From an optimization exercise on the open Yosys and OpenROAD flow, aimed at small area and a short achievable clock period; shortcuts taken in it are not production practice. The RTL of this run was laid out without a check of its function. Power is estimated from default activity; no workload was simulated.

File: config.mk
export PLATFORM = sky130hd
export DESIGN_NAME = id_stage_top
export DESIGN_NICKNAME = id_stage_top
export VERILOG_FILES = /design/flow/design.v
export SDC_FILE = /design/flow/constraint.sdc
export NUM_CORES = 4
export LEC_CHECK = 0
export CAP_MARGIN = 20
export CORE_MARGIN = 2
export CORE_UTILIZATION = 40
export SLEW_MARGIN = 20
File: constraint.sdc
create_clock -name core_clock -period 12.0 [get_ports {clk}]
set_input_delay 2.4000 -clock core_clock [delete_from_list [all_inputs] [get_ports {clk}]]
set_output_delay 2.4000 -clock core_clock [all_outputs]
set_load 0.01 [all_outputs]
File: design.v
package rv_isa_pkg;
	typedef enum logic [7-1:0] {
		OPC_LUI    = 7'b0110111,
		OPC_AUIPC  = 7'b0010111,
		OPC_JAL    = 7'b1101111,
		OPC_JALR   = 7'b1100111,
		OPC_BRANCH = 7'b1100011,
		OPC_LOAD   = 7'b0000011,
		OPC_STORE  = 7'b0100011,
		OPC_OP_IMM = 7'b0010011,
		OPC_OP     = 7'b0110011
	} opcode_e;
	localparam logic [3-1:0] F3_JALR    = 3'b000;
	localparam logic [3-1:0] F3_BEQ     = 3'b000;
	localparam logic [3-1:0] F3_BNE     = 3'b001;
	localparam logic [3-1:0] F3_BLT     = 3'b100;
	localparam logic [3-1:0] F3_BGE     = 3'b101;
	localparam logic [3-1:0] F3_BLTU    = 3'b110;
	localparam logic [3-1:0] F3_BGEU    = 3'b111;
	localparam logic [3-1:0] F3_LB      = 3'b000;
	localparam logic [3-1:0] F3_LH      = 3'b001;
	localparam logic [3-1:0] F3_LW      = 3'b010;
	localparam logic [3-1:0] F3_LBU     = 3'b100;
	localparam logic [3-1:0] F3_LHU     = 3'b101;
	localparam logic [3-1:0] F3_SB      = 3'b000;
	localparam logic [3-1:0] F3_SH      = 3'b001;
	localparam logic [3-1:0] F3_SW      = 3'b010;
	localparam logic [3-1:0] F3_ADD_SUB = 3'b000;
	localparam logic [3-1:0] F3_SLL     = 3'b001;
	localparam logic [3-1:0] F3_SLT     = 3'b010;
	localparam logic [3-1:0] F3_SLTU    = 3'b011;
	localparam logic [3-1:0] F3_XOR     = 3'b100;
	localparam logic [3-1:0] F3_SRL_SRA = 3'b101;
	localparam logic [3-1:0] F3_OR      = 3'b110;
	localparam logic [3-1:0] F3_AND     = 3'b111;
	localparam logic [7-1:0] F7_ADD     = 7'b0000000;
	localparam logic [7-1:0] F7_SUB     = 7'b0100000;
	localparam logic [7-1:0] F7_SRL     = 7'b0000000;
	localparam logic [7-1:0] F7_SRA     = 7'b0100000;
	localparam logic [5-1:0] REG_ZERO = '0;  
	typedef struct packed {
		logic [7-1:0]   funct7;
		logic [5-1:0] rs2;
		logic [5-1:0] rs1;
		logic [3-1:0]   funct3;
		logic [5-1:0] rd;
		logic [7-1:0]  opcode;
	} r_fmt_t;
	typedef struct packed {
		logic [11:0]        imm_11_0;
		logic [5-1:0] rs1;
		logic [3-1:0]   funct3;
		logic [5-1:0] rd;
		logic [7-1:0]  opcode;
	} i_fmt_t;
	typedef struct packed {
		logic [6:0]         imm_11_5;
		logic [5-1:0] rs2;
		logic [5-1:0] rs1;
		logic [3-1:0]   funct3;
		logic [4:0]         imm_4_0;
		logic [7-1:0]  opcode;
	} s_fmt_t;
	typedef struct packed {
		logic               imm_12;
		logic [5:0]         imm_10_5;
		logic [5-1:0] rs2;
		logic [5-1:0] rs1;
		logic [3-1:0]   funct3;
		logic [3:0]         imm_4_1;
		logic               imm_11;
		logic [7-1:0]  opcode;
	} b_fmt_t;
	typedef struct packed {
		logic [19:0]        imm_31_12;
		logic [5-1:0] rd;
		logic [7-1:0]  opcode;
	} u_fmt_t;
	typedef struct packed {
		logic               imm_20;
		logic [9:0]         imm_10_1;
		logic               imm_11;
		logic [7:0]         imm_19_12;
		logic [5-1:0] rd;
		logic [7-1:0]  opcode;
	} j_fmt_t;
	typedef union packed {
		r_fmt_t r;
		i_fmt_t i;
		s_fmt_t s;
		b_fmt_t b;
		u_fmt_t u;
		j_fmt_t j;
	} inst_u;
	typedef enum logic [2:0] {
		IMM_NONE  = 3'd0,
		IMM_I     = 3'd1,
		IMM_SHAMT = 3'd2,
		IMM_S     = 3'd3,
		IMM_B     = 3'd4,
		IMM_U     = 3'd5,
		IMM_J     = 3'd6
	} imm_sel_e;
endpackage
package rv_pipe_pkg;
	typedef enum logic [2:0] {
		ALU_NOP = 3'd0,
		ALU_LOG = 3'd1,  
		ALU_ARI = 3'd2,  
		ALU_SHI = 3'd3,
		ALU_JAB = 3'd4,  
		ALU_LAS = 3'd5   
	} alusel_e;
	typedef struct packed {
		logic               re1;
		logic               re2;
		logic [5-1:0] addr1;
		logic [5-1:0] addr2;
	} rf_read_t;
	typedef struct packed {
		logic               we;
		logic [5-1:0] addr;
		logic [32-1:0]   data;
	} fwd_t;
	typedef struct packed {
		logic               valid;
		logic               illegal;
		alusel_e            alusel;
		logic [7-1:0]  opcode;
		logic [3-1:0]   funct3;
		logic [7-1:0]   funct7;
		logic [32-1:0]   reg1;
		logic [32-1:0]   reg2;
		logic [5-1:0] wd;
		logic               wreg;
		logic [32-1:0]   link_addr;
		logic [32-1:0]   inst;
	} id_ex_t;
	typedef struct packed {
		logic             taken;
		logic [32-1:0] target;
	} branch_t;
endpackage
`timescale 1ns/10ps
import rv_isa_pkg::*;
import rv_pipe_pkg::*;
module inst_decoder (
	input  rv_isa_pkg::inst_u    inst_i,
	output rv_pipe_pkg::rf_read_t rf_read_o,
	output rv_pipe_pkg::alusel_e  alusel_o,
	output logic     wreg_o,
	output rv_isa_pkg::imm_sel_e imm_sel_o,
	output logic     is_jal_o,
	output logic     is_jalr_o,
	output logic     is_branch_o,
	output logic     legal_o
);
	logic re1;
	logic re2;
	logic imm_ok;  
	logic op_ok;   
	function automatic rv_pipe_pkg::alusel_e alu_class(input logic [3-1:0] f3);
		case (f3)
			F3_ADD_SUB, F3_SLT, F3_SLTU: alu_class = ALU_ARI;
			F3_XOR, F3_OR, F3_AND:       alu_class = ALU_LOG;
			default:                     alu_class = ALU_SHI;
		endcase
	endfunction
	always_comb begin
		case (inst_i.r.funct3)
			F3_SLL:     imm_ok = inst_i.r.funct7 == F7_SRL;
			F3_SRL_SRA: imm_ok = inst_i.r.funct7 == F7_SRL || inst_i.r.funct7 == F7_SRA;
			default:    imm_ok = 1'b1;  
		endcase
		case (inst_i.r.funct3)
			F3_ADD_SUB: op_ok = inst_i.r.funct7 == F7_ADD || inst_i.r.funct7 == F7_SUB;
			F3_SRL_SRA: op_ok = inst_i.r.funct7 == F7_SRL || inst_i.r.funct7 == F7_SRA;
			default:    op_ok = inst_i.r.funct7 == F7_ADD;
		endcase
	end
	always_comb begin
		re1         = 1'b0;
		re2         = 1'b0;
		alusel_o    = ALU_NOP;
		wreg_o      = 1'b0;
		imm_sel_o   = IMM_NONE;
		is_jal_o    = 1'b0;
		is_jalr_o   = 1'b0;
		is_branch_o = 1'b0;
		legal_o     = 1'b0;
		case (inst_i.r.opcode)
			OPC_LUI, OPC_AUIPC: begin
				alusel_o  = ALU_LOG;
				wreg_o    = 1'b1;
				imm_sel_o = IMM_U;
				legal_o   = 1'b1;
			end
			OPC_JAL: begin
				alusel_o  = ALU_JAB;
				wreg_o    = 1'b1;
				imm_sel_o = IMM_J;
				is_jal_o  = 1'b1;
				legal_o   = 1'b1;
			end
			OPC_JALR: if (inst_i.i.funct3 == F3_JALR) begin
				re1       = 1'b1;
				alusel_o  = ALU_JAB;
				wreg_o    = 1'b1;
				imm_sel_o = IMM_I;
				is_jalr_o = 1'b1;
				legal_o   = 1'b1;
			end
			OPC_BRANCH: case (inst_i.b.funct3)
				F3_BEQ, F3_BNE, F3_BLT, F3_BGE, F3_BLTU, F3_BGEU: begin
					re1         = 1'b1;
					re2         = 1'b1;
					alusel_o    = ALU_JAB;
					imm_sel_o   = IMM_B;
					is_branch_o = 1'b1;
					legal_o     = 1'b1;
				end
				default: ;  
			endcase
			OPC_LOAD: case (inst_i.i.funct3)
				F3_LB, F3_LH, F3_LW, F3_LBU, F3_LHU: begin
					re1       = 1'b1;
					alusel_o  = ALU_LAS;
					wreg_o    = 1'b1;
					imm_sel_o = IMM_I;
					legal_o   = 1'b1;
				end
				default: ;
			endcase
			OPC_STORE: case (inst_i.s.funct3)
				F3_SB, F3_SH, F3_SW: begin
					re1       = 1'b1;
					re2       = 1'b1;
					alusel_o  = ALU_LAS;
					imm_sel_o = IMM_S;
					legal_o   = 1'b1;
				end
				default: ;
			endcase
			OPC_OP_IMM: if (imm_ok) begin
				re1       = 1'b1;
				alusel_o  = alu_class(inst_i.i.funct3);
				wreg_o    = 1'b1;
				imm_sel_o = alu_class(inst_i.i.funct3) == ALU_SHI ? IMM_SHAMT : IMM_I;
				legal_o   = 1'b1;
			end
			OPC_OP: if (op_ok) begin
				re1      = 1'b1;
				re2      = 1'b1;
				alusel_o = alu_class(inst_i.r.funct3);
				wreg_o   = 1'b1;
				legal_o  = 1'b1;
			end
			default: ;
		endcase
	end
	assign rf_read_o.re1   = re1;
	assign rf_read_o.re2   = re2;
	assign rf_read_o.addr1 = re1 ? inst_i.r.rs1 : REG_ZERO;
	assign rf_read_o.addr2 = re2 ? inst_i.r.rs2 : REG_ZERO;
endmodule
`timescale 1ns/10ps
import rv_isa_pkg::*;
module imm_gen (
	input  rv_isa_pkg::inst_u            inst_i,
	input  logic [32-1:0] pc_i,
	input  rv_isa_pkg::imm_sel_e         imm_sel_i,
	output logic [32-1:0] imm_o
);
	logic [32-1:0] u_imm;
	assign u_imm = {inst_i.u.imm_31_12, 12'b0};
	always_comb begin
		case (imm_sel_i)
			IMM_I: imm_o = {{(32-12){inst_i.i.imm_11_0[11]}}, inst_i.i.imm_11_0};
			IMM_SHAMT: imm_o = {{(32-5){1'b0}}, inst_i.r.rs2};  
			IMM_S: imm_o = {{(32-12){inst_i.s.imm_11_5[6]}},
					inst_i.s.imm_11_5, inst_i.s.imm_4_0};
			IMM_B: imm_o = {{(32-12){inst_i.b.imm_12}}, inst_i.b.imm_11,
					inst_i.b.imm_10_5, inst_i.b.imm_4_1, 1'b0};
			IMM_U: begin
				if (inst_i.u.opcode == OPC_AUIPC)
					imm_o = u_imm + pc_i;
				else
					imm_o = u_imm;
			end
			IMM_J: imm_o = {{(32-20){inst_i.j.imm_20}}, inst_i.j.imm_19_12,
					inst_i.j.imm_11, inst_i.j.imm_10_1, 1'b0};
			default: imm_o = '0;
		endcase
	end
endmodule
`timescale 1ns/10ps
import rv_isa_pkg::*;
import rv_pipe_pkg::*;
module operand_forward (
	input  logic               rd_en_i,
	input  logic [5-1:0] addr_i,
	input  logic [32-1:0]   rf_data_i,
	input  rv_pipe_pkg::fwd_t               ex_fwd_i,
	input  rv_pipe_pkg::fwd_t               mem_fwd_i,
	input  logic [32-1:0]   imm_i,
	output logic [32-1:0]   operand_o
);
	logic ex_hit;
	logic mem_hit;
	assign ex_hit  = ex_fwd_i.we && addr_i != REG_ZERO && ex_fwd_i.addr == addr_i;
	assign mem_hit = mem_fwd_i.we && addr_i != REG_ZERO && mem_fwd_i.addr == addr_i;
	always_comb begin
		if (!rd_en_i)
			operand_o = imm_i;
		else if (ex_hit)
			operand_o = ex_fwd_i.data;  
		else if (mem_hit)
			operand_o = mem_fwd_i.data;
		else
			operand_o = rf_data_i;
	end
endmodule
`timescale 1ns/10ps
import rv_isa_pkg::*;
import rv_pipe_pkg::*;
module branch_unit (
	input  rv_isa_pkg::inst_u            inst_i,
	input  logic [32-1:0] pc_i,
	input  logic [32-1:0] op1_i,
	input  logic [32-1:0] op2_i,
	input  logic [32-1:0] imm_i,
	input  logic             is_jal_i,
	input  logic             is_jalr_i,
	input  logic             is_branch_i,
	input  logic             fire_i,
	output rv_pipe_pkg::branch_t          branch_o,
	output logic [32-1:0] link_addr_o
);
	logic             eq;
	logic             lt_s;
	logic             lt_u;
	logic             cond;
	logic [32-1:0] jalr_sum;
	assign eq   = op1_i == op2_i;
	assign lt_s = $signed(op1_i) < $signed(op2_i);
	assign lt_u = op1_i < op2_i;
	always_comb begin
		case (inst_i.b.funct3)
			F3_BEQ:  cond = eq;
			F3_BNE:  cond = !eq;
			F3_BLT:  cond = lt_s;
			F3_BGE:  cond = !lt_s;
			F3_BLTU: cond = lt_u;
			F3_BGEU: cond = !lt_u;
			default: cond = 1'b0;
		endcase
	end
	assign jalr_sum = op1_i + imm_i;  
	assign branch_o.taken  = fire_i && (is_jal_i || is_jalr_i || (is_branch_i && cond));
	assign branch_o.target = is_jalr_i ? {jalr_sum[32-1:1], 1'b0} : pc_i + imm_i;
	assign link_addr_o = (is_jal_i || is_jalr_i) ? pc_i + 'd4 : '0;
endmodule
`timescale 1ns/10ps
import rv_isa_pkg::*;
import rv_pipe_pkg::*;
module id_stage (
	input  logic             clk,
	input  logic             rst_i,
	input  logic             inst_valid_i,
	input  logic [32-1:0] pc_i,
	input  rv_isa_pkg::inst_u            inst_i,
	input  logic [32-1:0] rf_data1_i,
	input  logic [32-1:0] rf_data2_i,
	input  rv_pipe_pkg::fwd_t             ex_fwd_i,
	input  rv_pipe_pkg::fwd_t             mem_fwd_i,
	input  logic             stall_i,
	output rv_pipe_pkg::rf_read_t         rf_read_o,
	output rv_pipe_pkg::branch_t          branch_o,
	output rv_pipe_pkg::id_ex_t           id_ex_o
);
	rv_pipe_pkg::alusel_e          alusel;
	rv_isa_pkg::imm_sel_e         imm_sel;
	logic             wreg;
	logic             is_jal;
	logic             is_jalr;
	logic             is_branch;
	logic             legal;
	logic             fire;
	logic             keep_f7;
	logic [32-1:0] imm;
	logic [32-1:0] op1;
	logic [32-1:0] op2;
	logic [32-1:0] link_addr;
	rv_pipe_pkg::id_ex_t           id_ex_next;
	assign fire = inst_valid_i && !stall_i;
	inst_decoder u_dec (
		.inst_i      (inst_i),
		.rf_read_o   (rf_read_o),
		.alusel_o    (alusel),
		.wreg_o      (wreg),
		.imm_sel_o   (imm_sel),
		.is_jal_o    (is_jal),
		.is_jalr_o   (is_jalr),
		.is_branch_o (is_branch),
		.legal_o     (legal)
	);
	imm_gen u_imm (
		.inst_i    (inst_i),
		.pc_i      (pc_i),
		.imm_sel_i (imm_sel),
		.imm_o     (imm)
	);
	operand_forward u_fwd1 (
		.rd_en_i   (rf_read_o.re1),
		.addr_i    (rf_read_o.addr1),
		.rf_data_i (rf_data1_i),
		.ex_fwd_i  (ex_fwd_i),
		.mem_fwd_i (mem_fwd_i),
		.imm_i     (imm),
		.operand_o (op1)
	);
	operand_forward u_fwd2 (
		.rd_en_i   (rf_read_o.re2),
		.addr_i    (rf_read_o.addr2),
		.rf_data_i (rf_data2_i),
		.ex_fwd_i  (ex_fwd_i),
		.mem_fwd_i (mem_fwd_i),
		.imm_i     (imm),
		.operand_o (op2)
	);
	branch_unit u_br (
		.inst_i      (inst_i),
		.pc_i        (pc_i),
		.op1_i       (op1),
		.op2_i       (op2),
		.imm_i       (imm),
		.is_jal_i    (is_jal),
		.is_jalr_i   (is_jalr),
		.is_branch_i (is_branch),
		.fire_i      (fire),
		.branch_o    (branch_o),
		.link_addr_o (link_addr)
	);
	assign keep_f7 = alusel == ALU_SHI ||
		(legal && inst_i.r.opcode == OPC_OP && inst_i.r.funct3 == F3_ADD_SUB);
	always_comb begin
		id_ex_next.valid     = inst_valid_i;
		id_ex_next.illegal   = inst_valid_i && !legal;
		id_ex_next.alusel    = alusel;
		id_ex_next.opcode    = inst_i.r.opcode;
		id_ex_next.funct3    = (imm_sel == IMM_U || imm_sel == IMM_J) ? '0 : inst_i.r.funct3;
		id_ex_next.funct7    = keep_f7 ? inst_i.r.funct7 : '0;
		id_ex_next.reg1      = op1;
		id_ex_next.reg2      = op2;
		id_ex_next.wd        = inst_i.r.rd;
		id_ex_next.wreg      = wreg && legal;  
		id_ex_next.link_addr = link_addr;
		id_ex_next.inst      = inst_i;
	end
	always_ff @(posedge clk) begin
		if (rst_i)
			id_ex_o <= '0;
		else if (!stall_i)
			id_ex_o <= id_ex_next;  
	end
endmodule
`timescale 1ns/10ps
import rv_isa_pkg::*;
import rv_pipe_pkg::*;
module id_stage_top (
	input  logic         clk,
	input  logic         rst_i,
	input  logic         inst_valid_i,
	input  logic [31:0]  pc_i,
	input  logic [31:0]  inst_i,
	input  logic [31:0]  rf_data1_i,
	input  logic [31:0]  rf_data2_i,
	input  logic [37:0]  ex_fwd_i,
	input  logic [37:0]  mem_fwd_i,
	input  logic         stall_i,
	output logic [11:0]  rf_read_o,
	output logic [32:0]  branch_o,
	output logic [155:0] id_ex_o
);
	rv_pipe_pkg::rf_read_t rf_read;
	rv_pipe_pkg::branch_t  branch;
	rv_pipe_pkg::id_ex_t   id_ex;
	id_stage u_id (
		.clk          (clk),
		.rst_i        (rst_i),
		.inst_valid_i (inst_valid_i),
		.pc_i         (pc_i),
		.inst_i       (rv_isa_pkg::inst_u'(inst_i)),
		.rf_data1_i   (rf_data1_i),
		.rf_data2_i   (rf_data2_i),
		.ex_fwd_i     (rv_pipe_pkg::fwd_t'(ex_fwd_i)),
		.mem_fwd_i    (rv_pipe_pkg::fwd_t'(mem_fwd_i)),
		.stall_i      (stall_i),
		.rf_read_o    (rf_read),
		.branch_o     (branch),
		.id_ex_o      (id_ex)
	);
	assign rf_read_o = rf_read;
	assign branch_o  = branch;
	assign id_ex_o   = id_ex;
endmodule
File: run.sh
#!/bin/bash
# synth_recipe.tcl (not shown) runs the flow's synth.tcl, then flattens the netlist and writes it again
# the make line also repeats each setting of config.mk as NAME=value (left out here)
make -C /OpenROAD-flow-scripts/flow DESIGN_CONFIG=/design/flow/config.mk WORK_HOME=/design/flow/orfs CLKGATE_MAP_FILE= SYNTH_SCRIPT=/design/flow/synth_recipe.tcl finish
==> key figures <==
Detailed routing
  • WL/cell: 22.8 um
  • Iteration-0 DRC Markers: 1,435
  • Routed vias/inst: 5.89
  • DRT antenna net count: 0
  • DR DRC count: 0
  • Via count: approximately 17,000
  • DR pass1 iterations: 6
  • WL final: 65.2 mm

Clock tree
  • Setup Buffers After CTS: 0
  • CTS root buffer: clkbuf_16
  • CTS resizes: 0
  • Clock tree buffer depth: 2
  • Worst-path clk slew: ~0.060 ns
  • Number of CTS-inserted buffers: 17
  • # clock sinks: 144
  • H-tree Lvls: 4
  • Post-cts hold buffer count: 0
  • TritonCTS clock tree: yes
  • Skew-Pair Late Insertion Delay: 0.46 ns

Synth
  • Post-synth EDFFs: 0
  • Top-area cell type share of the netlist area: 0.196
  • Sequential-to-total area share from yosys stat: 0.196
  • Top FF cell, synth: dfxtp_1
  • Syn_nets: ~2,300
  • Synthesized area per cell: around 7.3 um2
  • Yosys warnings: 5
  • Syn Std Cell Area: 0.0147 mm2
  • Post-synthesis cell type count: 103
  • #FFs+latches synth: 144
  • Asr flop ratio synth: 0
  • Post-Syn Instances: around 2,000
  • Area leader, netlist: dfxtp_1
  • Top cells by area, synth: dfxtp_1 (20%), ha_1 (8.8%), nor2_1 (6.6%)

STA
  • Achievable Freq: ~86 MHz
  • Final period utilization: 0.968
  • Unrepaired setup endpoints after global routing: false
  • Headroom to the max-slew limit: 0.332
  • Measured slew at the worst slew-check pin: 1.00 ns
  • Final setup viols: 0
  • Clk_skew: 0 ns
  • Hold Fails Final Rpt: 0
  • Final min period: 11.62 ns
  • Final WS setup: 0.383 ns
  • Fin. max-slew vios: 0
  • Setup TNS: 0 ns

Floorplanning
  • Row cnt: 70
  • Starting density of the core: 0.404
  • Chip width: 196 um
  • Area of the core: 0.0364 mm2
  • Die ar.: 0.0383 mm2
  • Die span in y: slightly below 200 um
  • IO Count: 409

Worst setup path
  • CP arrival: 9.22 ns
  • CP max FO: 21
  • Worst endpoint required time: roughly 9.6 ns
  • Crit path capture type: output port
  • Top cell by count, worst path: a21oi_1
  • Slowest CP cell: clkdlybuf4s50_1
  • Largest stage delay, worst path: 0.64 ns
  • R2R cell count: 2
  • WS Path Type: input port to output port
  • Startpoint Class: input port

GRT
  • Vias in the first global route: 16,443
  • Grt ovf: 0
  • Initial antenna violation count: 3
  • All-Layer GR Usage: 0.332
  • Largest net degree at the start of global routing: 87
  • First-pass GRT wire length: 97.2 mm

Finish
  • Commonest cells after routing, fill and taps aside: clkdlybuf4s50_1 (405), nor2_1 (259), nand2_1 (230)
  • P&R area growth vs syn: 35.0%
  • Design area: slightly below 0.02 mm2
  • Final net count: 2,691
  • Max FFs per register: around 140
  • Biggest register: u_id.id_ex_o
  • Ratio of cells with drive above 1 in the final layout: 0.0711
  • Commonest non-fill, non-tap cell in the layout: clkdlybuf4s50_1
  • Largest regs: u_id.id_ex_o: 144 flops

Placed design
  • Count of input and output buffers: about 410
  • Placed Area: 0.0193 mm2
  • Gpl congestion: approximately 0.96
  • Place WS: 0.461 ns
  • DP HPWL: 52.3 mm

Power and ir drop
  • Peak supply drop: 0.108 mV
  • Power Dens Cells: 77.5 mW/mm2
  • Pleak: 0.00857 uW

Run
  • Max-cap violations: 0

Hold path
  • Worst Hold Class: register to register
  • WHS Path Cells: 2

Status
  • Status: no timing/DRC/antenna violations
==> routing by layer <==
metal,track usage,routed length [um]
met3,0.0734,4920
met2,0.548,30300
met1,0.405,26600
met4,0.173,3380
met5,0,0
==> cell type report <==
| class | instances | area, um2 |
|---|---|---|
| Sequential cell | 144 | 2880 |
| Inverter | 48 | 184 |
| Multi-Input combinational cell | 1699 | 11100 |
| Antenna cell | 2 | 5.00 |
| Clock inverter | 15 | 149 |
| Timing Repair Buffer | 468 | 4540 |
| Clock buffer | 17 | 425 |
| Tap cell | 468 | 586 |
| Fill cell | 3556 | 16600 |
==> worst paths after layout <==
check	end	slack [ns]	startpoint
max	branch_o[32]	0.38	inst_i[2]
max reg2reg	u_id.id_ex_o[119]	11.22	u_id.id_ex_o[119]
min	u_id.id_ex_o[126]	0.46	u_id.id_ex_o[126]
min reg2reg	u_id.id_ex_o[126]	0.46	u_id.id_ex_o[126]
==> per-stage QoR <==
step / utilization / hold WS (ns) / cells / total power, uW
floorplan: - / 0.486 / 2018 / 756
global placement: 0.529 / 0.456 / 2827 / 991
detailed placement: 0.529 / 0.457 / 2827 / 992
CTS: 0.545 / 0.465 / 2859 / 1540
global route: 0.545 / 0.478 / 2860 / 1610
finish: 0.545 / 0.463 / 2861 / 1540
==> worst max-delay path, delay by kind of cell <==
kind | cells | cell delay (ns)
mux | 2 | 0.50
buf+inv | 5 | 1.96
compound gates | 12 | 2.39
fa+ha+maj | 1 | 0.32
xor+xnor | 1 | 0.20
simple gates | 10 | 1.43
==> cells in the mapped netlist, types with 7 or more instances <==
cell type / instances
a211o_1: 9
a211oi_1: 43
a21o_1: 52
a21oi_1: 135
a22o_1: 8
a22oi_1: 37
a311oi_1: 7
a31o_2: 7
a31oi_1: 27
and2_1: 20
and3_1: 29
buf_1: 7
buf_2: 11
buf_4: 16
clkbuf_1: 90
dfxtp_1: 144
ha_1: 103
inv_1: 44
mux2_2: 15
mux2i_1: 75
nand2_1: 230
nand2b_1: 32
nand3_1: 61
nand4_1: 20
nor2_1: 259
nor2b_1: 14
nor3_1: 48
o211a_1: 13
o211ai_1: 13
o21a_1: 19
o21ai_0: 126
o21ai_1: 12
o21bai_1: 15
or2_2: 9
or3_1: 10
xnor2_1: 73
xor2_1: 43
==> power breakdown <==
part	total [uW]	leakage, uW	internal [uW]	switching, uW
Clock	549	0.000283	292	257
Combinational	488	0.00712	228	260
Sequential	502	0.00117	493	9.10
Total	1540	0.00857	1010	526
==> cell families (layout without fill, tap and decap cells) <==
family,count (synthesis),after routing,synth area share
flip-flops,144,144,0.196
XOR/XNOR,116,116,0.0690
multiplexers,90,90,0.0625
AO/OA/AOI/OAI,610,610,0.282
other,0,2,0
AND/OR/NAND/NOR,776,776,0.248
buffers and inverters,175,548,0.0514
adder cells (fa/ha/maj),107,107,0.0916

[what the ideal ports hide]
How much do the figures lean on ideal ports? The routed layout below was timed once more, with nothing changed but the port constraints.
Step 1 (the two cells are an assumption about what drives the block):
set clk [get_ports {clk}]
set_driving_cell -lib_cell sky130_fd_sc_hd__clkbuf_16 $clk
set_driving_cell -lib_cell sky130_fd_sc_hd__buf_2 [delete_from_list [all_inputs] $clk]
Step 2 times the ports against the registers' clock, not the clock port: input delays grow and output delays shrink by t, the midpoint of the rising clock arrivals with the driver on.
Three values: no drivers, after step 1, after step 2; two values: the first two.
t, ns: 0.514
setup slack, ns: 0.383 / 0.357 / 0.357
worst setup path after step 2: input to output
After both steps this run still meets setup and hold. For this run, drivers alone change the setup slack by -0.026 ns; drivers and shift together by -0.026 ns.
